From an optimization exercise on the open Yosys and OpenROAD flow, aimed at small area and a short achievable clock period; shortcuts taken in it are not production practice. Only simulation tests tie the RTL to the original design; equivalence was not proved. No activity file was given, so power comes from the tool's default toggle rates.

==> flow/config.mk <==
export PLATFORM = sky130hd
export DESIGN_NAME = vid_top
export DESIGN_NICKNAME = vid_top
export VERILOG_FILES = /design/flow/design.v
export SDC_FILE = /design/flow/constraint.sdc
export NUM_CORES = 4
export LEC_CHECK = 0
export CAP_MARGIN = 20
export CORE_MARGIN = 2
export CORE_UTILIZATION = 65
export SETUP_SLACK_MARGIN = 4.5
export SLEW_MARGIN = 20
==> flow/constraint.sdc <==
create_clock -name core_clock -period 7.0 [get_ports {clk}]
set_input_delay 1.4000 -clock core_clock [delete_from_list [all_inputs] [get_ports {clk}]]
set_output_delay 1.4000 -clock core_clock [all_outputs]
set_load 0.01 [all_outputs]
==> flow/design.v <==
`default_nettype none
package vid_pkg;
typedef logic [15:0] word_t;         
typedef logic [7:0]  addr_t;         
typedef logic [11:0] rgb_t;          
typedef logic [3:0]  cidx_t;         
typedef logic [4:0]  xr_addr_t;      
typedef logic [1:0]  intr_t;         
localparam int INTR_LINE   = 0;      
localparam int INTR_VBLANK = 1;      
localparam logic [3:0] REG_INT_CTRL = 4'h0;     
localparam logic [3:0] REG_WR_ADDR  = 4'h1;     
localparam logic [3:0] REG_WR_INCR  = 4'h2;     
localparam logic [3:0] REG_DATA     = 4'h3;     
localparam logic [3:0] REG_RD_ADDR  = 4'h4;     
localparam logic [3:0] REG_XR_ADDR  = 4'h5;     
localparam logic [3:0] REG_XR_DATA  = 4'h6;     
localparam xr_addr_t XR_PALETTE_BASE = 5'h00;   
localparam xr_addr_t XR_LINE_CMP     = 5'h10;   
endpackage
`default_nettype wire
`default_nettype none
`timescale 1ns/10ps
module vram_arb(
    input  wire logic           clk,
    input  wire logic [2:0]     ph,
    input  wire logic [31:0]    wr_ring_i,       
    input  wire logic [15:0]    wr_data_i,
    input  wire logic [31:0]    rd_sel_i,        
    output logic [15:0]         rd_data_o,
    input  wire logic [1:0]     vid_ring_i,
    input  wire logic [2:0]     vid_pos_i,       
    output logic [15:0]         vid_data_o
);
localparam int N_RING = 32;
localparam int LEN    = 8;
logic [N_RING*16-1:0]   taps;
logic [4*LEN*16-1:0]    vid_cand;
for (genvar r = 0; r < N_RING; r++) begin : g_ring
    logic [LEN*16-1:0]  q;
    logic               we;
    assign we = wr_ring_i[r];
    always_ff @(posedge clk) begin
        q <= {q[(LEN-1)*16-1:0], we ? wr_data_i : q[LEN*16-1 -: 16]};
    end
    assign taps[r*16 +: 16] = q[LEN*16-1 -: 16];
    if (r < 4) begin : g_vid
        assign vid_cand[r*LEN*16 +: LEN*16] = q;
    end
end
logic [4*LEN-1:0]   vid_sel;
always_comb begin
    rd_data_o = '0;
    for (int r = 0; r < N_RING; r++) begin
        rd_data_o = rd_data_o | (taps[r*16 +: 16] & {16{rd_sel_i[r]}});
    end
    vid_data_o = '0;
    for (int i = 0; i < 4*LEN; i++) begin
        vid_sel[i] = ({vid_ring_i, vid_pos_i} == 5'(i));
        vid_data_o = vid_data_o | (vid_cand[i*16 +: 16] & {16{vid_sel[i]}});
    end
end
endmodule
`default_nettype wire
`default_nettype none
`timescale 1ns/10ps
module vid_top #(
    parameter int H_VISIBLE = 16,
    parameter int H_FRONT   = 2,
    parameter int H_SYNC    = 4,
    parameter int H_BACK    = 2,
    parameter int V_VISIBLE = 8,
    parameter int V_FRONT   = 1,
    parameter int V_SYNC    = 2,
    parameter int V_BACK    = 1
)(
    input  wire logic           clk,
    input  wire logic           reset_i,
    input  wire logic           bus_cs_n_i,
    input  wire logic           bus_rd_nwr_i,
    input  wire logic [3:0]     bus_reg_num_i,
    input  wire logic           bus_bytesel_i,
    input  wire logic [7:0]     bus_data_i,
    output logic      [7:0]     bus_data_o,
    output logic                bus_intr_o,
    output logic      [3:0]     red_o,
    output logic      [3:0]     green_o,
    output logic      [3:0]     blue_o,
    output logic                hsync_o,
    output logic                vsync_o,
    output logic                dv_de_o
);
localparam int H_TOTAL      = H_VISIBLE + H_FRONT + H_SYNC + H_BACK;
localparam int V_TOTAL      = V_VISIBLE + V_FRONT + V_SYNC + V_BACK;
localparam int H_SYNC_START = H_VISIBLE + H_FRONT;
localparam int V_SYNC_START = V_VISIBLE + V_FRONT;
localparam int H_W          = $clog2(H_TOTAL);
localparam int V_W          = $clog2(V_TOTAL);
logic [7:0]     hi_byte;
logic [15:0]    wword;
logic           wr_lo;
logic           wr_hi;
logic [7:0]     wsel;            
logic           rd_next;         
logic [15:0]    wr_addr;
logic [15:0]    wr_incr;
logic [15:0]    rd_addr;
logic [15:0]    xr_addr;
logic [15:0]    xr_data;
logic [15:0]    prefetch;
logic           xr_wr;
logic [1:0]     intr_mask;
logic [1:0]     intr_clear;
logic [1:0]     intr_status;
logic [15:0]    rd_word;
logic           wpend;           
logic [7:0]     pend_addr;       
logic [7:0]     pend_lo;         
logic           wr_hit;          
logic           fwd_ok;          
logic           rpend;           
logic [15:0]    rd_addr_d;       
logic           rd_hit;          
logic [31:0]    rd_sel;          
logic [15:0]    rd_data;
assign wword   = {hi_byte, bus_data_i};
assign wr_lo   = !bus_cs_n_i && !bus_rd_nwr_i && bus_bytesel_i;
assign wr_hi   = !bus_cs_n_i && !bus_rd_nwr_i && !bus_bytesel_i;
assign rd_next = !bus_cs_n_i && bus_rd_nwr_i && bus_bytesel_i && (bus_reg_num_i == vid_pkg::REG_DATA);
always_comb begin
    for (int i = 0; i < 8; i++) begin
        wsel[i] = wr_lo && (bus_reg_num_i == 4'(i));
    end
end
always_comb begin
    case (bus_reg_num_i)
        vid_pkg::REG_INT_CTRL: rd_word = {6'b0, intr_mask, 6'b0, intr_status};
        vid_pkg::REG_WR_ADDR:  rd_word = wr_addr;
        vid_pkg::REG_WR_INCR:  rd_word = wr_incr;
        vid_pkg::REG_DATA:     rd_word = (rpend && rd_hit) ? rd_data : prefetch;
        vid_pkg::REG_RD_ADDR:  rd_word = rd_addr;
        vid_pkg::REG_XR_ADDR:  rd_word = xr_addr;
        vid_pkg::REG_XR_DATA:  rd_word = xr_data;
        default:               rd_word = '0;
    endcase
end
always_ff @(posedge clk) begin
    if (reset_i) begin
        bus_data_o <= '0;
    end else if (!bus_cs_n_i && bus_rd_nwr_i) begin
        bus_data_o <= bus_bytesel_i ? rd_word[7:0] : rd_word[15:8];
    end
end
always_ff @(posedge clk) begin
    if (reset_i) begin
        intr_mask  <= '0;
        intr_clear <= '0;
        xr_wr      <= 1'b0;
        wr_addr    <= '0;
        wr_incr    <= '0;
        xr_addr    <= '0;
        rpend      <= 1'b0;
        wpend      <= 1'b0;
    end else begin
        xr_wr      <= wsel[vid_pkg::REG_XR_DATA];
        intr_clear <= wsel[vid_pkg::REG_INT_CTRL] ? wword[1:0] : 2'b0;
        if (wsel[vid_pkg::REG_INT_CTRL]) begin
            intr_mask <= wword[9:8];
        end
        if (wsel[vid_pkg::REG_WR_ADDR]) begin
            wr_addr <= wword;
        end else if (wsel[vid_pkg::REG_DATA]) begin
            wr_addr <= wr_addr + wr_incr;
        end
        if (wsel[vid_pkg::REG_WR_INCR]) begin
            wr_incr <= wword;
        end
        if (wsel[vid_pkg::REG_XR_ADDR]) begin
            xr_addr <= wword;
        end else if (xr_wr) begin
            xr_addr <= xr_addr + 1'b1;
        end
        if (wsel[vid_pkg::REG_DATA]) begin
            wpend <= 1'b1;
        end else if (wr_hit) begin
            wpend <= 1'b0;
        end
        if (wsel[vid_pkg::REG_RD_ADDR] || rd_next) begin
            rpend <= 1'b1;
        end else if (rd_hit) begin
            rpend <= 1'b0;
        end
    end
end
always_comb begin
    rd_addr_d = rd_addr;
    if (reset_i) begin
        rd_addr_d = '0;
    end else if (wsel[vid_pkg::REG_RD_ADDR]) begin
        rd_addr_d = wword;
    end else if (rd_next) begin
        rd_addr_d = rd_addr + wr_incr;
    end
end
always_ff @(posedge clk) begin
    rd_addr <= rd_addr_d;
    for (int r = 0; r < 32; r++) begin
        rd_sel[r] <= (rd_addr_d[7:3] == 5'(r));
    end
end
always_ff @(posedge clk) begin
    if (wr_hi) begin
        hi_byte <= bus_data_i;
    end
    if (wsel[vid_pkg::REG_XR_DATA]) begin
        xr_data <= wword;
    end
    if (wsel[vid_pkg::REG_DATA]) begin
        pend_addr <= wr_addr[7:0];
        pend_lo   <= bus_data_i;
    end
    fwd_ok <= !wsel[vid_pkg::REG_DATA];
    if (rpend && rd_hit) begin
        prefetch <= rd_data;
    end
end
logic [H_W-1:0] h_count, h_next;
logic [V_W-1:0] v_count, v_next;
logic [2:0]     ph, ph_next;         
logic           de;
logic           fetch;
logic [4:0]     vid_word;
always_comb begin
    h_next = h_count + 1'b1;
    v_next = v_count;
    if (h_count == H_W'(H_TOTAL - 1)) begin
        h_next = '0;
        v_next = (v_count == V_W'(V_TOTAL - 1)) ? '0 : v_count + 1'b1;
    end
    if (reset_i) begin
        h_next = '0;
        v_next = '0;
    end
    ph_next = ph - 1'b1;
end
always_ff @(posedge clk) begin
    h_count <= h_next;
    v_count <= v_next;
    ph      <= ph_next;
end
assign de       = (h_count < H_W'(H_VISIBLE)) && (v_count < V_W'(V_VISIBLE));
assign fetch    = de && (h_count[1:0] == 2'd0);
assign vid_word = {v_count[2:0], h_count[3:2]};
logic [H_W-1:0] h_inc;
logic [4:0]     wn;
logic [1:0]     vid_ring;        
logic [2:0]     vid_pos;         
logic [15:0]    vid_mem;
logic [15:0]    vid_data;
assign h_inc = h_count + 1'b1;
always_comb begin
    wn = {v_count[2:0], h_inc[3:2]};
    if (h_count == H_W'(H_TOTAL - 1)) begin
        wn = (v_count == V_W'(V_TOTAL - 1)) ? 5'd0 : {v_count[2:0] + 3'd1, 2'd0};
    end
end
always_ff @(posedge clk) begin
    if (reset_i) begin
        vid_ring <= 2'd0;
        vid_pos  <= 3'd0 - ph;
    end else begin
        vid_ring <= wn[4:3];
        vid_pos  <= wn[2:0] - ph;
    end
end
logic [7:0]     pend_addr_d;
logic           wr_hit_d;
logic [31:0]    wr_ring;         
always_comb begin
    pend_addr_d = wsel[vid_pkg::REG_DATA] ? wr_addr[7:0] : pend_addr;
    if (reset_i) begin
        wr_hit_d = 1'b0;
    end else if (wsel[vid_pkg::REG_DATA]) begin
        wr_hit_d = (wr_addr[2:0] == ph_next);
    end else begin
        wr_hit_d = wpend && !wr_hit && (pend_addr[2:0] == ph_next);
    end
end
always_ff @(posedge clk) begin
    wr_hit <= wr_hit_d;
    for (int r = 0; r < 32; r++) begin
        wr_ring[r] <= wr_hit_d && (pend_addr_d[7:3] == 5'(r));
    end
    rd_hit <= (rd_addr_d[2:0] == ph_next);
end
vram_arb vram_arb(
    .clk(clk),                  .ph(ph),
    .wr_ring_i(wr_ring),
    .wr_data_i({hi_byte, pend_lo}),
    .rd_sel_i(rd_sel),
    .rd_data_o(rd_data),
    .vid_ring_i(vid_ring),      .vid_pos_i(vid_pos),
    .vid_data_o(vid_mem)
);
always_ff @(posedge clk) begin
    if (fetch) begin
        vid_data <= (wpend && fwd_ok && pend_addr == {3'b0, vid_word}) ? {hi_byte, pend_lo} : vid_mem;
    end
end
logic [11:0]    palette [16];
logic [3:0]     pix_idx;
logic [2:0]     de_d;
logic [2:0]     hs_d;
logic [2:0]     vs_d;
logic [11:0]    rgb;
logic [11:0]    pal_out;
always_comb begin
    pal_out = '0;
    for (int i = 0; i < 16; i++) begin
        pal_out = pal_out | (palette[i] & {12{pix_idx == 4'(i)}});
    end
end
always_ff @(posedge clk) begin
    case (h_count[1:0])
        2'd1: pix_idx <= vid_data[15:12];
        2'd2: pix_idx <= vid_data[11:8];
        2'd3: pix_idx <= vid_data[7:4];
        default: pix_idx <= vid_data[3:0];
    endcase
    if (xr_wr && !xr_addr[4]) begin
        palette[xr_addr[3:0]] <= xr_data[11:0];
    end
end
always_ff @(posedge clk) begin
    if (reset_i) begin
        de_d <= '0;
        hs_d <= '0;
        vs_d <= '0;
        rgb  <= '0;
    end else begin
        de_d <= {de_d[1:0], de};
        hs_d <= {hs_d[1:0], (h_count >= H_W'(H_SYNC_START)) && (h_count < H_W'(H_SYNC_START + H_SYNC))};
        vs_d <= {vs_d[1:0], (v_count >= V_W'(V_SYNC_START)) && (v_count < V_W'(V_SYNC_START + V_SYNC))};
        rgb  <= de_d[1] ? pal_out : '0;
    end
end
assign {red_o, green_o, blue_o} = rgb;
assign dv_de_o = de_d[2];
assign hsync_o = hs_d[2];
assign vsync_o = vs_d[2];
logic [3:0]     lc_lo;           
logic           lc_hz;           
logic [1:0]     trigger;
assign trigger[vid_pkg::INTR_LINE]   = (h_count == '0) && lc_hz && (v_count == lc_lo);
assign trigger[vid_pkg::INTR_VBLANK] = (h_count == '0) && (v_count == V_W'(V_VISIBLE));
always_ff @(posedge clk) begin
    if (reset_i) begin
        lc_lo       <= '0;
        lc_hz       <= 1'b1;
        intr_status <= '0;
        bus_intr_o  <= 1'b0;
    end else begin
        if (xr_wr && xr_addr[4:0] == vid_pkg::XR_LINE_CMP) begin
            lc_lo <= xr_data[3:0];
            lc_hz <= (xr_data[15:4] == '0);
        end
        bus_intr_o  <= |(trigger & intr_mask & ~intr_status);
        intr_status <= (intr_status | trigger) & ~intr_clear;
    end
end
endmodule
`default_nettype wire
==> flow/flow/run.sh <==
#!/bin/bash
# The standard layout (standard.sh) with three changes: the port buffers are
# buf_4 cells, the resizer may swap a cell for one of another footprint, and
# CTS clusters sinks into larger groups without dummy loads. Make's output
# goes to make.log here; each ORFS step keeps its own log under orfs/logs/.
set -euo pipefail
bash standard.sh \
    MATCH_CELL_FOOTPRINT=0 \
    "BUFFER_PORTS_ARGS=-buffer_cell sky130_fd_sc_hd__buf_4" \
    "CTS_ARGS=-sink_clustering_enable -repair_clock_nets -sink_clustering_size 30 -sink_clustering_max_diameter 50 -dont_use_dummy_load" \
    finish > make.log 2>&1
==> flow/standard.sh <==
#!/bin/bash
# synth_recipe.tcl (not shown) runs the flow's synth.tcl, then flattens the netlist and writes it again
# the make line also repeats each setting of config.mk as NAME=value (left out here)
make -C /OpenROAD-flow-scripts/flow DESIGN_CONFIG=/design/flow/config.mk WORK_HOME=/design/flow/orfs CLKGATE_MAP_FILE= SYNTH_SCRIPT=/design/flow/synth_recipe.tcl "${@:-finish}"
==> results of run 1 <==
per-stage QoR:
stage / cell area [um2] / hold WS (ps) / instances / setup WS (ps) / util, %
after floorplan: 114000 / 310 / 7275 / 3870 / -
after global placement: 116000 / 309 / 9432 / 2310 / 67.1
after detailed placement: 117000 / 312 / 9433 / 2240 / 67.1
after CTS: 124000 / 280 / 9764 / 4200 / 71.5
after global routing: 125000 / 278 / 9824 / 4220 / 72.3
final: 125000 / 277 / 9828 / 4260 / 72.3
final timing paths:
check                                    startpoint                                 to  slack, ps  depth (start not counted)
setup / recovery                  rd_sel[9]$_DFF_P_         bus_data_o[4]$_SDFFE_PP0P_       4260                          8
hold / removal    vram_arb.g_ring[23].q[29]$_DFF_P_  vram_arb.g_ring[23].q[45]$_DFF_P_        280                          0
setup reg to reg                  rd_sel[9]$_DFF_P_         bus_data_o[4]$_SDFFE_PP0P_       4260                          8
hold reg to reg   vram_arb.g_ring[23].q[29]$_DFF_P_  vram_arb.g_ring[23].q[45]$_DFF_P_        280                          0
Yosys cell counts (all sizes together) (14+ instances only):
cell	number
edfxtp	243
a31oi	25
xnor2	34
nor2b	24
a21oi	87
xor2	28
inv	35
nand4	81
o22ai	23
nor4	35
a32oi	35
clkbuf	271
nand3	69
nor3	61
and2	41
mux2	527
a221oi	17
o21ai	36
buf	65
dfxtp	4313
a211oi	22
and3	31
nor2	215
nand2b	27
a222oi	34
ha	43
a22oi	452
nand3b	14
mux2i	51
a22o	41
nand2	141
power breakdown:
group,switching [mW],internal [mW]
clock network,7.45,5.62
registers,0.0381,26.1
logic,0.391,0.181
registers in the layout (all words and copies together) (netlist names), 8 cells and up:
| name | flops |
|---|---|
| vram_arb.g_ring.q | 4096 |
| palette | 192 |
| rd_sel | 32 |
| wr_ring | 32 |
| prefetch | 16 |
| rd_addr | 16 |
| vid_data | 16 |
| wr_addr | 16 |
| wr_incr | 16 |
| xr_addr | 16 |
| xr_data | 16 |
| rgb | 12 |
| bus_data_o | 8 |
| hi_byte | 8 |
| pend_addr | 8 |
| pend_lo | 8 |
layout make-up:
class | instances | share of cell area [%]
clock buffer | 222 | 4.43
inverter | 37 | 0.127
tap | 2325 | 2.32
sequential | 4556 | 74.7
multi-input combinational | 2347 | 15.6
timing repair buffer | 337 | 2.75
antenna | 4 | 0.00798
logic make-up (layout without fill, tap and decap cells):
logic type	Yosys count	count (layout)	synth area share, %
AOI/OAI and AO/OA	868	868	5.75
xor gates and xnor gates	62	62	0.479
adders and majority gates	46	46	0.528
buffers and inverters	373	596	1.29
DFF	4556	4556	82.6
muxes	584	584	5.81
other	0	4	0
and+or+nand+nor	786	787	3.53
worst reg2reg max path: stages, from the launching register on:
cell and delay, ps:
dfxtp_2 340, buf_12 150, buf_8 160, a22oi_2 160, nand4_1 430, nor4_4 760, a21oi_2 210, and4b_1 320
o31ai_1 60
what timing repair did:
action,4_1_cts,5_1_grt
gates resized for setup,354,170
hold buffers,0,0
gates cloned,3,1
pin swaps,56,71
setup endpoints to repair,214,159
endpoints found under the hold margin,0,0
buffers inserted,106,59
per-layer routing:
| layer | track usage (%) | vias up | part of all wire [%] |
|---|---|---|---|
| met2 | 47.9 | 2244 | 44 |
| met1 | 45.7 | 28400 | 45 |
| met4 | 11.6 | 8 | 4.1 |
| li1 | - | 25300 | - |
| met3 | 4.99 | 561 | 6.8 |
| met5 | 0 | - | 0.020 |
==> run notes, run 1 <==
die footprint=0.178 mm2; ys async rst share=0%; clock skew=79.2 ps; Inserted Clock Buffers=222; Crit Path Class=reg -> reg; Reg clk slew, reported paths=90 ps; Core ar.=0.174 mm2; max-cap violation count=0; Fmax=365 MHz; # port buffers=40; Initial Util=65.3%; Nets=7564; Tmin final=2740 ps; Die Width=422 um; Seq/Total Area, Yosys=82.6%; initial antenna violation count=20; multi-input logic area=0.0196 mm2; vias in the first global route=54600; Avg WL per Cell=28.9 um; CTS tree=built; max-slew violations=0; Worst path max stage delay=750 ps; Fill cells=11300; outcome=timing/DRC/antenna clean; leading cell type in the layout, fill and taps excluded=dfxtp_1; Final ANT Viol Nets=0; CTS Buffer Depth=3; post-route setup TNS=0 ps; crit path buf inv count=2; Mapped Cells=7275; cell chain of the critical path=buf_12, buf_8, a22oi_2, nand4_1, nor4_4, a21oi_2, and4b_1, o31ai_1; critical path fanouts, max=4; FF+latch count, synth=4556; vias=56400; ranking of synthesized cells by area=dfxtp_1 (76%), edfxtp_1 (6.4%), mux2_2 (5.2%); drt initial violations=6536; Peak supply drop=0.315 mV; total gr overflow=0; routed vias/inst=5.74; RePlAce Congestion=0.925; Total GRT Usage=31.4%; Crit path required time=7700 ps; num rows=153; area delta synth->final=10.7%; first-pass GRT wire length=397000 um; htree depth=4; largest net degree at the start of global routing=59; share of layout cells above drive strength 1=19.1%; synth unique cells=86; static leakage=49.0 nW; Die Y-Extent=422 um; WL final=284000 um; top-area cell type share of the netlist area=76.2%; register area=0.0938 mm2; Root Driver=clkbuf_16; Worst Tran Pin Value=1250 ps; Final Setup Violations=0; Clock Latency Late Sink=890 ps; synth warn=2; Synth area leader=dfxtp_1; Synth Flop Type=dfxtp_1; Mapped Avg Cell Area=15.6 um2; Hold Crit Class=reg -> reg; Ports=41; drc violations=0; crit-path leading delay family=simple AND/OR/NAND/NOR gates; EDFF count, synth=243; startpoint types=flop; total power draw=39.8 mW; CP arrival=3440 ps; PwrDens=317 mW/mm2; Crit-path slowest cell=nor4_4; Netlist Area Pre-Place=0.113 mm2; CTS sink count=4556; crit path capture type=flop; most frequent cells in the layout=dfxtp_1 (4238), mux2_2 (526), a22oi_1 (403); Synth Net Count=7338; RSZ-0062 raised after global routing=yes; Pre-antenna DRT Iters=9; Worst slew margin=16.4%; Final Cycle Share=39.2%; Final Hold Fails=0; HPWL after detailed placement=172000 um
==> run 2, diff against run 1 <==
--- a/flow/config.mk
+++ b/flow/config.mk
@@ -11,2 +11,3 @@
 export SETUP_SLACK_MARGIN = 4.5
 export SLEW_MARGIN = 20
+export TNS_END_PERCENT = 10
==> run 2 against run 1 <==
Against the previous run:
- setup slack got worse by 120 ps
- flip-flop and latch count did not move
- final cell count fell by 0.78%
- combinational power fell by 6.3%
- total power barely moved
- utilization fell by 1.0 points
==> run notes, run 2 <==
Tmin final=2860 ps (+120 ps); Nets=7490 (-0.98%); CP arrival=3580 ps (+140 ps); static leakage=48.3 nW (-1.3%); critical path fanouts, max=16 (+12); Crit Path Class=reg -> reg; outcome=timing/DRC/antenna clean; Worst Tran Pin Value=1160 ps (-89.5 ps); Inserted Clock Buffers=222 (unchanged); PwrDens=322 mW/mm2 (+1.4%); RSZ-0062 raised after global routing=yes; Clock Latency Late Sink=890 ps (about the same); leading cell type in the layout, fill and taps excluded=dfxtp_1; Final Setup Violations=0 (unchanged); Reg clk slew, reported paths=100 ps (about the same); CTS tree=built; Most flops, register=vram_arb.g_ring.q; Final Util=71.3% (-1.0 points); Synth area leader=dfxtp_1; Die Y-Extent=422 um (unchanged); Core ar.=0.174 mm2 (unchanged); Net Switching=7.87 mW (-0.14%); CTS Buffer Depth=3 (unchanged); HPWL after detailed placement=174000 um (+1.3%); Avg WL per Cell=28.8 um (-0.42%); Ports=41 (unchanged); most frequent cell after synthesis=dfxtp_1; ys async rst share=0% (unchanged); met1 WL=127000 um (-0.83%); Seq/Total Area, Yosys=82.6% (unchanged); Final Cycle Share=40.9% (+1.7 points); Sw Ratio=19.8% (about the same); routed vias/inst=5.71 (-0.53%); initial antenna violation count=12 (-40%); htree depth=4 (unchanged); Top Metal Used=met4; die footprint=0.178 mm2 (unchanged); met3 WL=19600 um (+1.8%); sequential fraction of design power=65.8% (about the same); Initial Util=65.3% (unchanged); Synth top cells by count=dfxtp_1 (4313), mux2_2 (527), a22oi_1 (452), clkbuf_1 (271), edfxtp_1 (243); Total GRT Usage=31.0% (-0.36 points); # port buffers=40 (unchanged); area delta synth->final=9.15%; startpoint types=flop; Netlist Area Pre-Place=0.113 mm2 (unchanged); max-cap violation count=0 (unchanged); vias in the first global route=53900 (-1.2%); Hold Crit Class=reg -> reg; Crit path required time=7720 ps (+20 ps); Root Driver=clkbuf_16; synth unique cells=86 (unchanged); drt initial violations=6359 (-2.7%); most frequent cells in the layout=dfxtp_1 (4266), mux2_2 (526), a22oi_1 (436); max FFs per register=4096 (unchanged); total gr overflow=0 (unchanged); max-slew violations=0 (unchanged); EDFF count, synth=243 (unchanged); Final ANT Viol Nets=0 (unchanged); Die Width=422 um (unchanged); FF+latch count, synth=4556 (unchanged); post-route setup TNS=0 ps (unchanged); drc violations=0 (unchanged); first-pass GRT wire length=393000 um (-0.96%); num rows=153 (unchanged); synth warn=2 (unchanged); Pint=31.9 mW (about the same); Fmax=349 MHz (-4.2%); total power draw=39.8 mW (about the same); Peak supply drop=0.304 mV (-3.4%); metal2 WL=124000 um (-1.1%); top-area cell type share of the netlist area=76.2% (unchanged); Comb power frac=1.3% (about the same); Final Hold Fails=0 (unchanged); WL final=281000 um (-1.2%); Worst slew margin=22.4% (+6.0 points); Pre-antenna DRT Iters=7 (-2); largest net degree at the start of global routing=61 (+3.4%); Mapped Avg Cell Area=15.6 um2 (unchanged); Clk pwr share=32.9% (about the same); vias=55700 (-1.3%); Mapped Cells=7275 (unchanged); CTS sink count=4556 (unchanged); crit path capture type=flop; RePlAce Congestion=0.922 (-0.37%); Synth Net Count=7338 (unchanged); share of layout cells above drive strength 1=16.7% (-2.4 points); ranking of synthesized cells by area=dfxtp_1 (76%), edfxtp_1 (6.4%), mux2_2 (5.2%); clock skew=87.1 ps (+7.90 ps); Synth Flop Type=dfxtp_1
==> run 2: through the flow <==
step,hold WS [ps],setup WS (ps),instances,cell area (um2)
2_1_floorplan,310,3870,7275,113000
3_5_place_dp,312,2390,9437,116000
6_report,279,4140,9751,124000
3_3_place_gp,310,2460,9437,116000
4_1_cts,282,4190,9673,123000
5_1_grt,289,4200,9750,124000
==> run 2: critical path: stages (launching register included) <==
cell and delay [ps]:
dfxtp_2 310, buf_4 270, a22oi_2 300, nand4_1 470, nor3_2 380, a31oi_1 120, buf_4 240, o311ai_0 150
o211ai_1 190, a32o_1 250
==> run 2: what timing repair did <==
action / in CTS / in global routing
buffers inserted: 11 / 75
setup endpoints to repair: 202 / 192
hold buffers: 0 / 0
pin swaps: 12 / 36
gates resized for setup: 130 / 136
cloned: 3 / 2
==> run 2: kinds of logic after synthesis <==
| group | after synthesis | synth area share [%] |
|---|---|---|
| and+or+nand+nor | 786 | 3.53 |
| buffers and inverters | 373 | 1.29 |
| xor gates and xnor gates | 62 | 0.479 |
| DFF | 4556 | 82.6 |
| AOI/OAI and AO/OA | 868 | 5.75 |
| adders and majority gates | 46 | 0.528 |
| muxes | 584 | 5.81 |
==> run 2: power groups by stage <==
stage                     Clock (mW)  Sequential [mW]  Combinational (mW)
after CTS                       13.2             26.2               0.513
after detailed placement           0             26.8               0.498
after global placement             0             26.8               0.496
after floorplan                    0             26.8               0.291
after global routing            14.1             26.2               0.557
final                           13.1             26.2               0.536
==> run 2: layout make-up <==
class,instances,area (um2)
Sequential cell,4556,93700
Inverter,37,158
Fill cell,11400,49900
Timing Repair Buffer,262,2360
Antenna cell,1,2.50
Tap cell,2325,2910
Clock buffer,222,5560
Multi-Input combinational cell,2348,19000
==> run 2: worst paths after layout <==
| check | startpoint | endpoint | slack [ps] | cells after the start |
|---|---|---|---|---|
| min | vram_arb.g_ring[11].q[74]$_DFF_P_ | vram_arb.g_ring[11].q[90]$_DFF_P_ | 280 | 0 |
| max reg2reg | rd_sel[7]$_DFF_P_ | bus_data_o[6]$_SDFFE_PP0P_ | 4140 | 9 |
| min reg2reg | vram_arb.g_ring[11].q[74]$_DFF_P_ | vram_arb.g_ring[11].q[90]$_DFF_P_ | 280 | 0 |
| max | rd_sel[7]$_DFF_P_ | bus_data_o[6]$_SDFFE_PP0P_ | 4140 | 9 |
==> run 2: layer usage <==
layer	vias to the layer above	GRT usage, %
li1	25100	-
met1	27900	45.8
met2	2127	47.1
met3	517	4.93
met4	0	10.6
met5	-	0
==> run 3, diff against run 2 <==
--- a/flow/config.mk
+++ b/flow/config.mk
@@ -8,6 +8,5 @@
 export CAP_MARGIN = 20
 export CORE_MARGIN = 2
-export CORE_UTILIZATION = 65
-export SETUP_SLACK_MARGIN = 4.5
+export CORE_UTILIZATION = 70
+export SETUP_SLACK_MARGIN = 4.6
 export SLEW_MARGIN = 20
-export TNS_END_PERCENT = 10
==> run 3 against run 2 <==
Against the previous run:
- critical path type unchanged
- critical path depth down 2
- highest routed layer is now met5
- count of clock-buffer cells in the layout shrank 12
- sequential power is essentially flat
==> run notes, run 3 <==
largest net degree at the start of global routing=59 (-3.3%); drt initial violations=6511 (+2.4%); top-area cell type share of the netlist area=76.2% (unchanged); initial antenna violation count=16 (+4); Root Driver=clkbuf_16; vias=57000 (+2.4%); Seq/Total Area, Yosys=82.6% (unchanged); crit path capture type=flop; CP arrival=3420 ps (-160 ps); Synth area leader=dfxtp_1; R2R cell count=7 (-2); area delta synth->final=10.7%; most frequent cells in the layout=dfxtp_1 (4236), mux2_2 (526), a22oi_1 (387); RePlAce Congestion=0.930 (+0.92%); die footprint=0.165 mm2 (-7.1%); Initial Util=70.5% (+5.2 points); mux share of post-synthesis cell area=5.81% (unchanged); Simple-Gate Fraction of Synth Area=3.53% (unchanged); Synth Net Count=7338 (unchanged); EDFF count, synth=243 (unchanged); # port buffers=40 (unchanged); synth warn=2 (unchanged); post-synthesis compound-gate area fraction=5.75% (unchanged); num rows=147 (-3.9%); Hold Crit Class=reg -> reg; total gr overflow=0 (unchanged); post-route setup TNS=0 ps (unchanged); Crit path required time=7670 ps (-50 ps); M2 GR Usage=52.4% (+5.3 points); max-cap violation count=0 (unchanged); Final ANT Viol Nets=0 (unchanged); htree depth=4 (unchanged); vias in the first global route=55600 (+3.3%); Synth top cells by count=dfxtp_1 (4313), mux2_2 (527), a22oi_1 (452), clkbuf_1 (271), edfxtp_1 (243); Reg2Reg Launch Point=rd_sel[5]$_DFF_P_; HPWL after detailed placement=171000 um (-1.6%); Final Cycle Share=39.3% (-1.6 points); leading cell type in the layout, fill and taps excluded=dfxtp_1; Pre-antenna DRT Iters=10 (+3); register area=0.0938 mm2 (about the same); share of layout cells above drive strength 1=20.1% (+3.4 points); max FFs per register=4096 (unchanged); Tmin final=2750 ps (-112 ps); Mapped Cells=7275 (unchanged); Clock Latency Late Sink=890 ps (about the same); min-delay src=vram_arb.g_ring[14].q[91]$_DFF_P_; Crit Path Class=reg -> reg; Synth Flop Type=dfxtp_1; ys async rst share=0% (unchanged); critical path fanouts, max=16 (unchanged); CTS Hold Bufs=0 (unchanged); Core ar.=0.161 mm2 (-7.4%); met1 Usage GRT=48.8% (+3.0 points); Die Width=406 um (-3.6%); Hold Crit Endpoint=vram_arb.g_ring[14].q[107]$_DFF_P_; final worst setup slack=4250 ps (+112 ps); multi-input logic area=0.0200 mm2 (+5.4%); Nets=7566 (+1.0%); Final Hold Fails=0 (unchanged); Adder-Cell Fraction of Synth Area=0.528% (unchanged); R2R Setup Slk=4250 ps (+110 ps); drc violations=0 (unchanged); largest family of logic cells by synthesized area=multiplexers; ranking of synthesized cells by area=dfxtp_1 (76%), edfxtp_1 (6.4%), mux2_2 (5.2%); Mapped Avg Cell Area=15.6 um2 (unchanged); Most flops, register=vram_arb.g_ring.q; Fill cells=8900 (-22%); Ports=41 (unchanged); grt met3 use=5.84% (+0.92 points); Netlist Area Pre-Place=0.113 mm2 (unchanged); dpl ws=2100 ps (-287 ps); worst flop-to-flop path endpoint=bus_data_o[6]$_SDFFE_PP0P_; CTS sink count=4556 (unchanged); Fin Hold WS=290 ps (+11.2 ps); Post-Synth XOR/XNOR Area=0.479% (unchanged); Final Setup Violations=0 (unchanged); Peak supply drop=0.296 mV (-2.7%); Avg WL per Cell=29.6 um (+2.7%); CTS Buffer Depth=3 (unchanged); most frequent cell after synthesis=dfxtp_1; Total GRT Usage=34.1% (+3.0 points); RSZ-0062 raised after global routing=yes; CTS tree=built; clock skew=109 ps (+21.7 ps); startpoint types=flop; Fmax=364 MHz (+4.1%); Cells on Worst Hold Path=0 (unchanged); Reg clk slew, reported paths=90 ps (about the same); GRT busiest layer=met2; outcome=timing/DRC/antenna clean; Inserted Clock Buffers=210 (-5.4%); Worst slew margin=18.3% (-4.1 points); max-slew violations=0 (unchanged); Worst Tran Pin Value=1230 ps (+61.6 ps); static leakage=49.0 nW (+1.3%); first-pass GRT wire length=397000 um (+1.0%); FF+latch count, synth=4556 (unchanged); PwrDens=315 mW/mm2 (-2.0%); synth unique cells=86 (unchanged); routed vias/inst=5.90 (+3.4%); Die Y-Extent=406 um (-3.6%); WL final=286000 um (+1.8%)
## run 3: cell type report
type / instances / share of cell area, %
Sequential cell: 4556 / 74.8
Timing Repair Buffer: 348 / 2.76
Multi-Input combinational cell: 2350 / 16.0
Tap cell: 2160 / 2.15
Antenna cell: 1 / 0.00200
Inverter: 37 / 0.133
Clock buffer: 210 / 4.19
## run 3: how the worst max path moves through the flow
stage                                      end  cells past startpoint                  start  slack, ps
finish              bus_data_o[6]$_SDFFE_PP0P_                      7      rd_sel[5]$_DFF_P_       4250
CTS                                 bus_intr_o                      1  bus_intr_o$_SDFF_PP0_       4210
global placement            wr_ring[7]$_DFF_P_                     10       bus_reg_num_i[2]       2130
floorplan                   wr_ring[3]$_DFF_P_                      9       bus_reg_num_i[3]       3870
detailed placement          wr_ring[3]$_DFF_P_                     10       bus_reg_num_i[2]       2100
global route                        bus_intr_o                      1  bus_intr_o$_SDFF_PP0_       4220
## run 3: cell families after synthesis
logic type | Yosys count
flops | 4556
compound gates | 868
simple gates | 786
mux | 584
buf+inv | 373
xor+xnor | 62
fa+ha+maj | 46
## run 3: critical path: stages, from the launching register on
cell	delay (ps)
dfxtp_1	300
buf_4	320
a22oi_1	690
nand4_1	230
nor4_2	350
a21oi_1	200
a21o_1	250
a32o_1	240
## run 3: where the power goes
group          internal (mW)  switching, mW
Sequential              26.1         0.0433
Clock                   5.34           7.43
Combinational          0.194          0.386
## run 3: layer usage
metal	vias up	wire length (um)
li1	25200	-
met1	28600	123000
met2	2578	127000
met3	599	22800
met4	4	12500
met5	-	25
## run 3: repair_timing
| item | 4_1_cts | 5_1_grt |
|---|---|---|
| setup buffers | 111 | 65 |
| setup endpoints to repair | 218 | 198 |
| gates resized for setup | 431 | 186 |
| gates cloned | 4 | 4 |
| pin swaps | 88 | 91 |
## run 3: through the flow
stage / instances / power [mW] / cell area [um2] / util, %
final: 9662 / 39.5 / 125000 / 78.0
after global routing: 9662 / 40.4 / 125000 / 78.0
after CTS: 9592 / 39.5 / 124000 / 77.2
after detailed placement: 9267 / 27.3 / 116000 / 72.3
after global placement: 9267 / 27.3 / 116000 / 72.3
after floorplan: 7275 / 27.1 / 114000 / -
==> run 4, diff against run 3 <==
--- a/flow/config.mk
+++ b/flow/config.mk
@@ -6,7 +6,8 @@
 export NUM_CORES = 4
 export LEC_CHECK = 0
-export CAP_MARGIN = 20
+export CAP_MARGIN = 5
 export CORE_MARGIN = 2
-export CORE_UTILIZATION = 70
-export SETUP_SLACK_MARGIN = 4.6
-export SLEW_MARGIN = 20
+export CORE_UTILIZATION = 65
+export SETUP_SLACK_MARGIN = 4.5
+export SLEW_MARGIN = 5
+export TNS_END_PERCENT = 30
==> run 4 against run 3 <==
Against the previous run:
- flip-flop and latch count unchanged
- area after synthesis unchanged
- hold slack got worse by 6.9 ps
- highest routed layer unchanged
- sequential power about the same
- first-iteration DRC count decreased by 10%
- synthesized cell count unchanged
- still clean on timing, DRC and antenna
- cell area decreased by 0.74%
- critical endpoint is now bus_intr_o
- via count decreased by 2.1%
- non-clock buffer count decreased by 64
- clock power about the same
- total power increased by 0.84%
==> run notes, run 4 <==
number of instances in the placed design=9438 (+1.8%); Tmin final=2720 ps (-26.4 ps); CTS sink count=4556 (unchanged); max-cap violation count=0 (unchanged); CTS tree=built; max FFs per register=4096 (unchanged); crit-path leading delay family=flip-flops; largest net degree at the start of global routing=61 (+3.4%); Die Width=422 um (+3.7%); Final Setup Violations=0 (unchanged); drt initial violations=5845 (-10%); outcome=timing/DRC/antenna clean; die footprint=0.178 mm2 (+7.6%); EDFF count, synth=243 (unchanged); ys async rst share=0% (unchanged); clock skew=74.0 ps (-34.8 ps); routed vias/inst=5.71 (-3.2%); Avg WL per Cell=28.5 um (-3.5%); Synth top cells by count=dfxtp_1 (4313), mux2_2 (527), a22oi_1 (452), clkbuf_1 (271), edfxtp_1 (243); Seq/Total Area, Yosys=82.6% (unchanged); Synth area leader=dfxtp_1; Final Util=71.7% (-6.3 points); FF+latch count, synth=4556 (unchanged); Synth Net Count=7338 (unchanged); Total GRT Usage=30.9% (-3.2 points); total gr overflow=0 (unchanged); ranking of synthesized cells by area=dfxtp_1 (76%), edfxtp_1 (6.4%), mux2_2 (5.2%); area delta synth->final=9.84%; WL final=279000 um (-2.3%); Hold Crit Class=reg -> reg; Ports=41 (unchanged); Final Hold Fails=0 (unchanged); Reg clk slew, reported paths=110 ps (+20 ps); HPWL after detailed placement=170000 um (-0.75%); leading cell type in the layout, fill and taps excluded=dfxtp_1; drc violations=0 (unchanged); vias=55900 (-2.1%); Synth Flop Type=dfxtp_1; critical path fanouts, max=1 (-15); Net Switching=7.86 mW (about the same); Sw Ratio=19.7% (-0.16 points); cell chain of the critical path=buf_6; synth unique cells=86 (unchanged); Inserted Clock Buffers=225 (+7.1%); initial antenna violation count=14 (-2); # port buffers=40 (unchanged); Core ar.=0.174 mm2 (+8.0%); Worst Tran Pin Value=1360 ps (+135 ps); Clock Latency Late Sink=890 ps (about the same); crit path capture type=output pin; Worst slew margin=9.27% (-9.0 points); Nets=7514 (-0.69%); Die Y-Extent=422 um (+3.7%); Fmax=367 MHz (+0.97%); Fill cells=11200 (+26%); post-route setup TNS=0 ps (unchanged); num rows=153 (+4.1%); first-pass GRT wire length=391000 um (-1.6%); startpoint types=flop; CTS Buffer Depth=3 (unchanged); sequential fraction of design power=65.7% (-0.5 points); Final ANT Viol Nets=0 (unchanged); CP arrival=1320 ps (-2100 ps); crit path buf inv count=1 (unchanged); Mapped Avg Cell Area=15.6 um2 (unchanged); Crit path required time=5600 ps (-2070 ps); Comb power frac=1.4% (about the same); RSZ-0062 raised after global routing=yes; Initial Util=65.3% (-5.2 points); RePlAce Congestion=0.931 (+0.13%); top-area cell type share of the netlist area=76.2% (unchanged); Pre-antenna DRT Iters=8 (-2); Root Driver=clkbuf_16; Clk pwr share=33.0% (+0.7 points); Pint=32.0 mW (+1.0%); most frequent cells in the layout=dfxtp_1 (4257), mux2_2 (527), a22oi_1 (422); Netlist Area Pre-Place=0.113 mm2 (unchanged); Crit-path slowest cell=dfxtp_2; htree depth=4 (unchanged); PwrDens=320 mW/mm2 (+1.6%); Most flops, register=vram_arb.g_ring.q; synth warn=2 (unchanged); Crit Path Class=reg -> out; most frequent cell after synthesis=dfxtp_1; Peak supply drop=0.284 mV (-4.0%); Worst path max stage delay=370 ps (-320 ps); final cell count without fillers=9778 (+1.2%); vias in the first global route=54000 (-2.9%); share of layout cells above drive strength 1=17.7% (-2.4 points); max-slew violations=0 (unchanged); Mapped Cells=7275 (unchanged); Final Cycle Share=38.9% (-0.38 points); static leakage=48.5 nW (-0.87%)
## run 4: cell counts after synthesis
No cell type changed its count.
## run 4: kinds of logic after synthesis
| logic type | after synthesis | share of synthesized area, % |
|---|---|---|
| AND/OR/NAND/NOR | 786 | 3.53 |
| XOR/XNOR | 62 | 0.479 |
| flip-flops | 4556 | 82.6 |
| buffers and inverters | 373 | 1.29 |
| multiplexers | 584 | 5.81 |
| AO/OA/AOI/OAI | 868 | 5.75 |
| adder cells (fa/ha/maj) | 46 | 0.528 |
## run 4: worst paths after layout
path                                                            to                               from  cells past startpoint  slack (ps)
worst max-delay path                                    bus_intr_o              bus_intr_o$_SDFF_PP0_                      1        4280
worst min register to register  vram_arb.g_ring[25].q[103]$_DFF_P_  vram_arb.g_ring[25].q[87]$_DFF_P_                      0         280
worst min-delay path            vram_arb.g_ring[25].q[103]$_DFF_P_  vram_arb.g_ring[25].q[87]$_DFF_P_                      0         280
worst max register to register          bus_data_o[6]$_SDFFE_PP0P_                  rd_sel[8]$_DFF_P_                      8        4280
## run 4: repair_timing
item / in CTS / in global routing
pin swaps: 40 / 27
setup endpoints to repair: 231 / 173
gates cloned: 3 / 0
hold buffers: 0 / 0
hold endpoints to repair: 0 / 0
setup buffers: 83 / 25
resized for setup: 265 / 130
## run 4: power groups by stage
stage               Sequential, mW  Clock (mW)  Combinational, mW
floorplan                     26.8           0              0.296
global route                  26.2        14.2              0.566
CTS                           26.2        13.3              0.530
finish                        26.2        13.1              0.544
global placement              26.8           0              0.496
detailed placement            26.8           0              0.498
## run 4: area by class of cell
type                       count  area [um2]  share of cell area [%]
sequential                  4556       93800                    75.3
multi-input combinational   2347       19300                    15.5
clock buffer                 225        5630                    4.52
tap                         2325        2910                    2.34
timing repair buffer         284        2720                    2.18
inverter                      37         163                   0.131
antenna                        4        10.0                 0.00804
## run 4: per-layer routing
metal  share of wire (%)  global-route usage, %  vias up
met3                 7.1                   5.16      522
li1                    -                      -    25100
met1                  45                   45.0    28000
met5              0.0047                      0        -
met4                 3.8                   10.9        2
met2                  44                   47.1     2172
## run 4: per-stage QoR
| step | area, um2 | hold WS (ps) | setup slack (ps) | total power, mW |
|---|---|---|---|---|
| 2_1_floorplan | 114000 | 310 | 3870 | 27.0 |
| 3_3_place_gp | 116000 | 310 | 2250 | 27.3 |
| 3_5_place_dp | 116000 | 312 | 2170 | 27.3 |
| 4_1_cts | 124000 | 285 | 4140 | 40.0 |
| 5_1_grt | 124000 | 280 | 4220 | 40.9 |
| 6_report | 124000 | 283 | 4280 | 39.8 |
==> run 5, diff against run 4 <==
--- a/flow/config.mk
+++ b/flow/config.mk
@@ -6,8 +6,8 @@
 export NUM_CORES = 4
 export LEC_CHECK = 0
-export CAP_MARGIN = 5
+export CAP_MARGIN = 20
 export CORE_MARGIN = 2
 export CORE_UTILIZATION = 65
+export PLACE_DENSITY = 0.75
 export SETUP_SLACK_MARGIN = 4.5
-export SLEW_MARGIN = 5
-export TNS_END_PERCENT = 30
+export SLEW_MARGIN = 20
==> run 5 against run 4 <==
Against the previous run:
- final cell count is 0.18% higher
- highest routed layer unchanged
- largest cell class unchanged
- combinational power is 3.9% higher
- fmax is 0.55% lower
- utilization increased by 0.32 points
- synthesized cell count did not move
- die area stayed put
==> run notes, run 5 <==
num rows=153 (unchanged); Seq/Total Area, Yosys=82.6% (unchanged); ys async rst share=0% (unchanged); htree depth=4 (unchanged); Avg WL per Cell=28.5 um (-0.20%); largest net degree at the start of global routing=61 (unchanged); EDFF count, synth=243 (unchanged); most frequent cell after synthesis=dfxtp_1; Worst Tran Pin Value=1230 ps (-131 ps); Worst path max stage delay=370 ps (about the same); Root Driver=clkbuf_16; Mapped Cells=7275 (unchanged); Tmin final=2740 ps (+15.1 ps); WL final=279000 um (about the same); Final Hold Fails=0 (unchanged); dpl ws=2120 ps (-46.6 ps); vias in the first global route=55700 (+3.0%); cell chain of the critical path=buf_6; Most flops, register=vram_arb.g_ring.q; Core ar.=0.174 mm2 (unchanged); PwrDens=316 mW/mm2 (-1.2%); R2R Setup Slk=4360 ps (+80 ps); ranking of synthesized cells by area=dfxtp_1 (76%), edfxtp_1 (6.4%), mux2_2 (5.2%); CTS tree=built; Die Width=422 um (unchanged); Post-DP Area=0.116 mm2 (about the same); first-pass GRT wire length=395000 um (+0.87%); critical path fanouts, max=2 (+1); synth unique cells=86 (unchanged); max-slew violations=0 (unchanged); crit path buf inv count=1 (unchanged); outcome=timing/DRC/antenna clean; Synth area leader=dfxtp_1; die footprint=0.178 mm2 (unchanged); final cell count without fillers=9796 (+0.18%); Initial Util=65.3% (unchanged); FF+latch count, synth=4556 (unchanged); Mapped Avg Cell Area=15.6 um2 (unchanged); Final Setup Violations=0 (unchanged); drc violations=0 (unchanged); max-cap violation count=0 (unchanged); final worst setup slack=4260 ps (-15.1 ps); most frequent cells in the layout=dfxtp_1 (4234), mux2_2 (524), a22oi_1 (401); static leakage=48.7 nW (+0.38%); CTS Buffer Depth=3 (unchanged); crit-path leading delay family=flip-flops; vias=56900 (+1.8%); RePlAce Congestion=0.916 (-1.7%); leading cell type in the layout, fill and taps excluded=dfxtp_1; Die Y-Extent=422 um (unchanged); Synth Net Count=7338 (unchanged); Total GRT Usage=30.8% (-0.070 points); Reg clk slew, reported paths=100 ps (about the same); crit path capture type=output pin; number of instances in the placed design=9423 (-0.16%); Peak supply drop=0.281 mV (-1.1%); # port buffers=40 (unchanged); top-area cell type share of the netlist area=76.2% (unchanged); HPWL after detailed placement=168000 um (-1.3%); antenna diode count=0 (-4); post-route setup TNS=0 ps (unchanged); startpoint types=flop; CTS sink count=4556 (unchanged); Crit-path slowest cell=dfxtp_2; Ports=41 (unchanged); Synth Flop Type=dfxtp_1; Clock Latency Late Sink=860 ps (-30 ps); initial antenna violation count=17 (+3); Synth top cells by count=dfxtp_1 (4313), mux2_2 (527), a22oi_1 (452), clkbuf_1 (271), edfxtp_1 (243); Netlist Area Pre-Place=0.113 mm2 (unchanged); Worst slew margin=18.0% (+8.7 points); share of layout cells above drive strength 1=18.8% (+1.1 points); RSZ-0062 raised after global routing=yes; Pre-antenna DRT Iters=6 (-2); final instance area=0.125 mm2 (+0.45%); Inserted Clock Buffers=214 (-4.9%); area delta synth->final=10.3%; clock skew=119 ps (+45.1 ps); max FFs per register=4096 (unchanged); drt initial violations=6295 (+7.7%); Crit path required time=5600 ps (about the same); Fmax=365 MHz (-0.55%); Final ANT Viol Nets=0 (unchanged); Final Cycle Share=39.1% (+0.22 points); CP arrival=1340 ps (+20 ps); Crit Path Class=reg -> out; Nets=7536 (+0.29%); Hold Crit Class=reg -> reg; synth warn=2 (unchanged); total gr overflow=0 (unchanged); routed vias/inst=5.81 (+1.6%)
==> run 5: cell counts after synthesis <==
No cell type changed its count.
==> run 5: path summary, 6_finish.rpt <==
kind                                startpoint                                end  cells past startpoint
min          vram_arb.g_ring[23].q[64]$_DFF_P_  vram_arb.g_ring[23].q[80]$_DFF_P_                      0
max reg2reg                 vid_pos[2]$_DFF_P_              vid_data[3]$_DFFE_PP_                     12
min reg2reg  vram_arb.g_ring[23].q[64]$_DFF_P_  vram_arb.g_ring[23].q[80]$_DFF_P_                      0
max                 bus_data_o[1]$_SDFFE_PP0P_                      bus_data_o[1]                      1
==> run 5: per-layer routing <==
metal | routed length [um] | vias to the layer above | GRT usage, %
met5 | 87 | - | 0
met1 | 119000 | 28300 | 43.6
met3 | 23000 | 689 | 5.44
met2 | 123000 | 2620 | 47.1
met4 | 13800 | 12 | 13.6
li1 | - | 25200 | -
==> run 5: report_power, final <==
part	internal, mW	switching [mW]
sequential	26.1	0.0390
combinational	0.182	0.383
clock	5.43	7.41
==> run 5: through the flow <==
stage          utilization [%]  total power, mW  hold WS (ps)
2_1_floorplan                -             27.1           310
3_3_place_gp              67.1             27.3           309
3_5_place_dp              67.1             27.3           312
4_1_cts                   71.5             39.6           270
5_1_grt                   72.0             40.6           267
6_report                  72.0             39.6           267
==> run 5: logic make-up after synthesis <==
| kind of cell | Yosys count | share of synthesized area [%] |
|---|---|---|
| buffers and inverters | 373 | 1.29 |
| xor gates and xnor gates | 62 | 0.479 |
| and+or+nand+nor | 786 | 3.53 |
| adders and majority gates | 46 | 0.528 |
| muxes | 584 | 5.81 |
| AOI/OAI and AO/OA | 868 | 5.75 |
| DFF | 4556 | 82.6 |
==> run 5: layout make-up <==
| type | count | area, um2 |
|---|---|---|
| fill | 10600 | 48600 |
| inverter | 37 | 163 |
| clock buffer | 214 | 5360 |
| timing repair buffer | 316 | 3210 |
| tap | 2325 | 2910 |
| sequential | 4556 | 93800 |
| multi-input combinational | 2348 | 19600 |
==> run 5: repair_timing <==
item,CTS,global route
hold buffers,0,0
buffers inserted,122,31
gates resized for setup,371,126
pin swaps,72,76
endpoints found under the setup margin,206,157
cloned,4,2
==> run 6, diff against run 5 <==
--- a/flow/config.mk
+++ b/flow/config.mk
@@ -9,5 +9,4 @@
 export CORE_MARGIN = 2
 export CORE_UTILIZATION = 65
-export PLACE_DENSITY = 0.75
-export SETUP_SLACK_MARGIN = 4.5
+export SETUP_SLACK_MARGIN = 4.35
 export SLEW_MARGIN = 20
==> run 6 against run 5 <==
Against the previous run:
- highest routed layer unchanged
- fmax down 0.40%
- critical endpoint is now bus_intr_o
- still clean on timing, DRC and antenna
- register-to-register slack worse by 90 ps
- sequential power about the same
==> run notes, run 6 <==
outcome=timing/DRC/antenna clean; WL final=280000 um (+0.39%); Synth area leader=dfxtp_1; vias=55600 (-2.3%); most frequent cell after synthesis=dfxtp_1; Pre-antenna DRT Iters=8 (+2); Mapped Cells=7275 (unchanged); final instance area=0.123 mm2 (-1.3%); Inserted Clock Buffers=220 (+2.8%); Adder-Cell Fraction of Synth Area=0.528% (unchanged); Core ar.=0.174 mm2 (unchanged); drt initial violations=6143 (-2.4%); Root Driver=clkbuf_16; routed vias/inst=5.72 (-1.4%); Avg WL per Cell=28.8 um (+1.3%); clock skew=93.8 ps (-25.3 ps); synth warn=2 (unchanged); Most flops, register=vram_arb.g_ring.q; Synth Net Count=7338 (unchanged); first-pass GRT wire length=393000 um (-0.39%); Clock Latency Late Sink=890 ps (+30 ps); Fmax=364 MHz (-0.40%); Reg clk slew, reported paths=100 ps (about the same); post-route setup TNS=0 ps (unchanged); Worst slew margin=21.7% (+3.7 points); CTS tree=built; vias in the first global route=54100 (-2.8%); num rows=153 (unchanged); Worst Tran Pin Value=1170 ps (-56.0 ps); Nets=7448 (-1.2%); top-area cell type share of the netlist area=76.2% (unchanged); most frequent cells in the layout=dfxtp_1 (4249), mux2_2 (527), a22oi_1 (431); CTS Hold Bufs=0 (unchanged); RePlAce Congestion=0.952 (+4.0%); crit-path leading delay family=flip-flops; CTS Buffer Depth=3 (unchanged); number of instances in the placed design=9431 (+0.085%); startpoint types=flop; max-slew violations=0 (unchanged); total gr overflow=0 (unchanged); FF+latch count, synth=4556 (unchanged); drc violations=0 (unchanged); WP depth=1 (unchanged); HPWL after detailed placement=173000 um (+2.8%); Ports=41 (unchanged); CTS sink count=4556 (unchanged); Crit path required time=5600 ps (about the same); Final Cycle Share=39.3% (+0.16 points); crit path capture type=output pin; max FFs per register=4096 (unchanged); Crit Path Class=reg -> out; Total GRT Usage=31.0% (+0.19 points); EDFF count, synth=243 (unchanged); Final Util=71.1% (-0.91 points); Worst path max stage delay=370 ps (about the same); PwrDens=322 mW/mm2 (+1.7%); Final Setup Violations=0 (unchanged); Seq/Total Area, Yosys=82.6% (unchanged); Tmin final=2750 ps (+11.0 ps); cell chain of the critical path=buf_6; ys async rst share=0% (unchanged); Final ANT Viol Nets=0 (unchanged); final cell count without fillers=9711 (-0.87%); CP arrival=1350 ps (about the same); R2R cell count=8 (-4); area delta synth->final=8.94%; leading cell type in the layout, fill and taps excluded=dfxtp_1; Synth Flop Type=dfxtp_1; Netlist Area Pre-Place=0.113 mm2 (unchanged); Simple-Gate Fraction of Synth Area=3.53% (unchanged); htree depth=4 (unchanged); Crit-path slowest cell=dfxtp_4; Die Y-Extent=422 um (unchanged); Cells on Worst Hold Path=0 (unchanged); initial antenna violation count=21 (+4); mux share of post-synthesis cell area=5.81% (unchanged); Post-DP Area=0.116 mm2 (about the same); Post-Synth XOR/XNOR Area=0.479% (unchanged); static leakage=48.1 nW (-1.4%); Synth top cells by count=dfxtp_1 (4313), mux2_2 (527), a22oi_1 (452), clkbuf_1 (271), edfxtp_1 (243); largest net degree at the start of global routing=62 (+1.6%); synth unique cells=86 (unchanged); # port buffers=40 (unchanged); crit path buf inv count=1 (unchanged); max-cap violation count=0 (unchanged); Hold Crit Class=reg -> reg; Mapped Avg Cell Area=15.6 um2 (unchanged); Peak supply drop=0.293 mV (+4.2%); Initial Util=65.3% (unchanged); die footprint=0.178 mm2 (unchanged); critical path fanouts, max=1 (-1); RSZ-0062 raised after global routing=yes; share of layout cells above drive strength 1=16.8% (-2.1 points); Final Hold Fails=0 (unchanged); post-synthesis compound-gate area fraction=5.75% (unchanged); largest family of logic cells by synthesized area=multiplexers; ranking of synthesized cells by area=dfxtp_1 (76%), edfxtp_1 (6.4%), mux2_2 (5.2%); Die Width=422 um (unchanged)
==> run 6: cell counts after synthesis <==
Identical to the previous run, type by type.
==> run 6: path summary, 6_finish.rpt <==
check / slack, ps / end / from
worst max-delay path: 4250 / bus_intr_o / bus_intr_o$_SDFF_PP0_
worst min-delay path: 280 / vram_arb.g_ring[4].q[103]$_DFF_P_ / vram_arb.g_ring[4].q[87]$_DFF_P_
worst max register to register: 4270 / bus_data_o[4]$_SDFFE_PP0P_ / rd_sel[8]$_DFF_P_
worst min register to register: 280 / vram_arb.g_ring[4].q[103]$_DFF_P_ / vram_arb.g_ring[4].q[87]$_DFF_P_
==> run 6: where the power goes <==
group / internal [mW] / switching, mW
registers: 26.1 / 0.0412
logic: 0.164 / 0.377
clock network: 5.58 / 7.44
total: 31.9 / 7.86
==> run 6: through the flow <==
step | setup slack (ps) | power, mW | hold slack [ps]
floorplan | 3870 | 27.1 | 310
global placement | 2520 | 27.3 | 309
detailed placement | 2540 | 27.3 | 312
CTS | 4180 | 39.8 | 273
global route | 4210 | 40.8 | 273
finish | 4250 | 39.7 | 277
==> run 6: layer usage <==
metal,vias up,GRT usage [%],wire length (um)
li1,25100,-,-
met1,27800,45.5,127000
met2,2155,46.8,123000
met3,576,4.81,18900
met4,6,12.0,11500
met5,-,0,36
==> run 6: layout make-up <==
type	count	area, um2
Antenna cell	3	7.51
Clock buffer	220	5510
Fill cell	11400	50100
Inverter	37	163
Multi-Input combinational cell	2347	19200
Sequential cell	4556	93800
Tap cell	2325	2910
Timing Repair Buffer	223	1990
==> run 6: logic make-up after synthesis <==
logic type	Yosys count
AO/OA/AOI/OAI	868
XOR/XNOR	62
adder cells (fa/ha/maj)	46
buffers and inverters	373
flip-flops	4556
multiplexers	584
AND/OR/NAND/NOR	786
==> run 6: timing repair <==
action | 4_1_cts | 5_1_grt
cloned | 0 | 2
gates resized for setup | 233 | 81
buffers inserted | 21 | 34
endpoints found under the setup margin | 184 | 117
pin swaps | 32 | 32
==> run 7, diff against run 6 <==
--- a/flow/config.mk
+++ b/flow/config.mk
@@ -9,4 +9,5 @@
 export CORE_MARGIN = 2
 export CORE_UTILIZATION = 65
-export SETUP_SLACK_MARGIN = 4.35
+export GPL_TIMING_DRIVEN = 0
+export SETUP_SLACK_MARGIN = 4.5
 export SLEW_MARGIN = 20
==> run 7 against run 6 <==
Against the previous run:
- still clean on timing, DRC and antenna
- sequential share of layout area decreased by 1.9 points
- clock skew rose by 5.1 ps
- combinational power grew 14%
- register-to-register slack worse by 190 ps
- fmax shrank 5.9%
- global-route usage increased by 1.9 points
- clock power about the same
- via count rose by 3.3%
- utilization up 1.8 points
- hold slack improved by 6.6 ps
- critical path depth grew 8
- count of clock-buffer cells in the layout down 1
- largest power group unchanged
==> run notes, run 7 <==
initial antenna violation count=17 (-19%); synth warn=2 (unchanged); outcome=timing/DRC/antenna clean; Synth Net Count=7338 (unchanged); total gr overflow=0 (unchanged); Crit Path Class=reg -> reg; Clock Latency Late Sink=900 ps (about the same); Seq/Total Area, Yosys=82.6% (unchanged); Synth top cells by count=dfxtp_1 (4313), mux2_2 (527), a22oi_1 (452), clkbuf_1 (271), edfxtp_1 (243); leading cell type in the layout, fill and taps excluded=dfxtp_1; Post-DP Area=0.118 mm2 (+1.1%); min-delay src=vram_arb.g_ring[7].q[75]$_DFF_P_; most frequent cells in the layout=dfxtp_1 (4273), mux2_2 (526), a22oi_1 (390); R2R cell count=9 (+1); RePlAce Congestion=0.958 (+0.55%); clock skew=98.9 ps (+5.08 ps); worst flop-to-flop path endpoint=bus_data_o[3]$_SDFFE_PP0P_; first-pass GRT wire length=412000 um (+4.7%); Reg clk slew, reported paths=110 ps (about the same); Total GRT Usage=32.9% (+1.9 points); met1 Usage GRT=48.4% (+2.9 points); Final ANT Viol Nets=0 (unchanged); post-route setup TNS=0 ps (unchanged); largest net degree at the start of global routing=31 (-50%); Peak supply drop=0.285 mV (-2.6%); max-slew violations=0 (unchanged); ranking of synthesized cells by area=dfxtp_1 (76%), edfxtp_1 (6.4%), mux2_2 (5.2%); Tmin final=2920 ps (+173 ps); final cell count without fillers=9993 (+2.9%); Synth Flop Type=dfxtp_1; num rows=153 (unchanged); area delta synth->final=11.7%; R2R Setup Slk=4080 ps (-190 ps); Pre-antenna DRT Iters=9 (+1); CTS tree=built; GRT busiest layer=met2; drc violations=0 (unchanged); htree depth=4 (unchanged); RSZ-0062 raised after global routing=yes; drt initial violations=6681 (+8.8%); CP arrival=3630 ps (+2280 ps); Final Hold Fails=0 (unchanged); max FFs per register=4096 (unchanged); HPWL after detailed placement=200000 um (+16%); top-area cell type share of the netlist area=76.2% (unchanged); max-cap violation count=0 (unchanged); # port buffers=39 (-2.5%); Fmax=342 MHz (-5.9%); Die Y-Extent=422 um (unchanged); Hold Crit Class=reg -> reg; Final Setup Violations=0 (unchanged); final instance area=0.127 mm2 (+2.5%); synth unique cells=86 (unchanged); vias in the first global route=55800 (+3.2%); M2 GR Usage=49.5% (+2.6 points); number of instances in the placed design=9679 (+2.6%); Most flops, register=vram_arb.g_ring.q; Final Util=72.9% (+1.8 points); die footprint=0.178 mm2 (unchanged); Cells on Worst Hold Path=0 (unchanged); EDFF count, synth=243 (unchanged); Avg WL per Cell=29.6 um (+2.8%); Crit path required time=7710 ps (+2110 ps); vias=57400 (+3.3%); startpoint types=flop; grt met3 use=4.93% (+0.12 points); Ports=41 (unchanged); CTS sink count=4556 (unchanged); Initial Util=65.3% (unchanged); static leakage=49.4 nW (+2.8%); Mapped Avg Cell Area=15.6 um2 (unchanged); Nets=7730 (+3.8%); ys async rst share=0% (unchanged); Inserted Clock Buffers=219 (-0.45%); total power draw=39.8 mW (+0.21%); Core ar.=0.174 mm2 (unchanged); PwrDens=314 mW/mm2 (-2.3%); Hold Crit Endpoint=vram_arb.g_ring[7].q[91]$_DFF_P_; share of layout cells above drive strength 1=19.0% (+2.2 points); FF+latch count, synth=4556 (unchanged); critical path fanouts, max=2 (+1); Root Driver=clkbuf_16; Mapped Cells=7275 (unchanged); Die Width=422 um (unchanged); Final Cycle Share=41.7% (+2.5 points); CTS Hold Bufs=0 (unchanged); routed vias/inst=5.75 (+0.43%); most frequent cell after synthesis=dfxtp_1; Worst slew margin=20.0% (-1.7 points); CTS Buffer Depth=3 (unchanged); crit path capture type=flop; Reg2Reg Launch Point=rd_sel[10]$_DFF_P_; Worst Tran Pin Value=1200 ps (+26.2 ps); Netlist Area Pre-Place=0.113 mm2 (unchanged); WL final=296000 um (+5.8%); Synth area leader=dfxtp_1
## run 7: changes by cell type in the layout (fill, tap and decap cells not counted), sizes merged
cell / previous run / this run
clkbuf: 220 / 405
buf: 223 / 320
clkinvlp: 3 / 1
clkdlybuf4s15: 0 / 1
clkinv: 1 / 2
inv: 33 / 34
nand2: 142 / 141
## run 7: final cells by class
class	instances	area, um2
sequential	4556	93700
fill	11000	47000
multi-input combinational	2346	19800
clock buffer	219	5480
tap	2325	2910
buffer	336	2560
timing repair buffer	171	1960
inverter	37	155
antenna	3	7.51
## run 7: routing by layer
layer,up-vias,routed length [um]
li1,25600,-
met2,2388,130000
met3,556,22500
met5,-,27
met4,4,12400
met1,28900,131000
## run 7: cells by family after synthesis
logic type               after synthesis  synth area share, %
multiplexers                         584                 5.81
adder cells (fa/ha/maj)               46                0.528
AND/OR/NAND/NOR                      786                 3.53
AO/OA/AOI/OAI                        868                 5.75
XOR/XNOR                              62                0.479
flip-flops                          4556                 82.6
buffers and inverters                373                 1.29
## run 7: worst max path at each step
stage,from,endpoint,slack (ps),cells past startpoint
after floorplan,bus_reg_num_i[3],wr_ring[1]$_DFF_P_,3870,9
after global placement,rd_sel[10]$_DFF_P_,bus_data_o[3]$_SDFFE_PP0P_,1660,8
after detailed placement,rd_sel[20]$_DFF_P_,bus_data_o[3]$_SDFFE_PP0P_,2840,8
after CTS,vid_pos[2]$_DFF_P_,vid_data[13]$_DFFE_PP_,4150,9
after global routing,rd_sel[10]$_DFF_P_,bus_data_o[3]$_SDFFE_PP0P_,4100,9
final,rd_sel[10]$_DFF_P_,bus_data_o[3]$_SDFFE_PP0P_,4080,9
## run 7: critical path: stages (launching register included)
cell,delay [ps]
dfxtp_2,340
buf_12,130
buf_12,120
buf_16,130
a22oi_2,490
nand4_1,580
nor4_4,450
a21oi_4,200
o21ai_1,180
o21ai_1,80
## run 7: repair_timing
item / CTS / global route
hold endpoints to repair: 0 / 0
resized for setup: 937 / 158
cloned: 0 / 2
buffers inserted: 55 / 35
pin swaps: 112 / 88
setup endpoints to repair: 182 / 128
## run 7: where the power goes
group	internal, mW	leakage, nW	switching, mW
clock network	5.55	2.70	7.47
registers	26.1	37.0	0.0403
logic	0.185	9.73	0.436
total	31.9	49.4	7.94
## run 7: stage by stage
step / setup slack [ps] / hold slack (ps)
floorplan: 3870 / 310
global placement: 1660 / 309
detailed placement: 2840 / 312
CTS: 4150 / 286
global route: 4100 / 284
finish: 4080 / 284

[separate check: timing with driven ports]
In the flow no input, the clock included, has a driving cell. The finished layouts below were timed again as built, in two steps. Step 1, drivers: a clkbuf_16 drives clk and a buf_2 each remaining input, both assumed. Step 2 also shifts input and output timing later by t, the mid clock arrival at the registers, as if the neighbouring blocks saw the same clock. Slacks: ideal ports / drivers / drivers and shift; pairs: ideal ports / drivers.
run | t (ns) | setup WS [ns] | clock arrival spread, ns
run 1 | 0.947 | 4.258 / 4.168 / 3.515 | 0.081 / 0.082
run 2 | 0.941 | 4.138 / 4.138 / 3.431 | 0.100 / 0.100
run 3 | 0.911 | 4.250 / 4.182 / 3.439 | 0.114 / 0.114
run 4 | 0.944 | 4.276 / 4.184 / 3.432 | 0.079 / 0.079
run 5 | 0.901 | 4.261 / 4.175 / 3.502 | 0.141 / 0.141
run 6 | 0.935 | 4.250 / 4.159 / 3.531 | 0.095 / 0.095
run 7 | 0.942 | 4.078 / 4.078 / 3.553 | 0.105 / 0.105
After both steps every run listed still meets setup and hold. For run 4, which loses most, drivers alone change the setup slack by -0.092 ns; drivers and shift together by -0.844 ns.
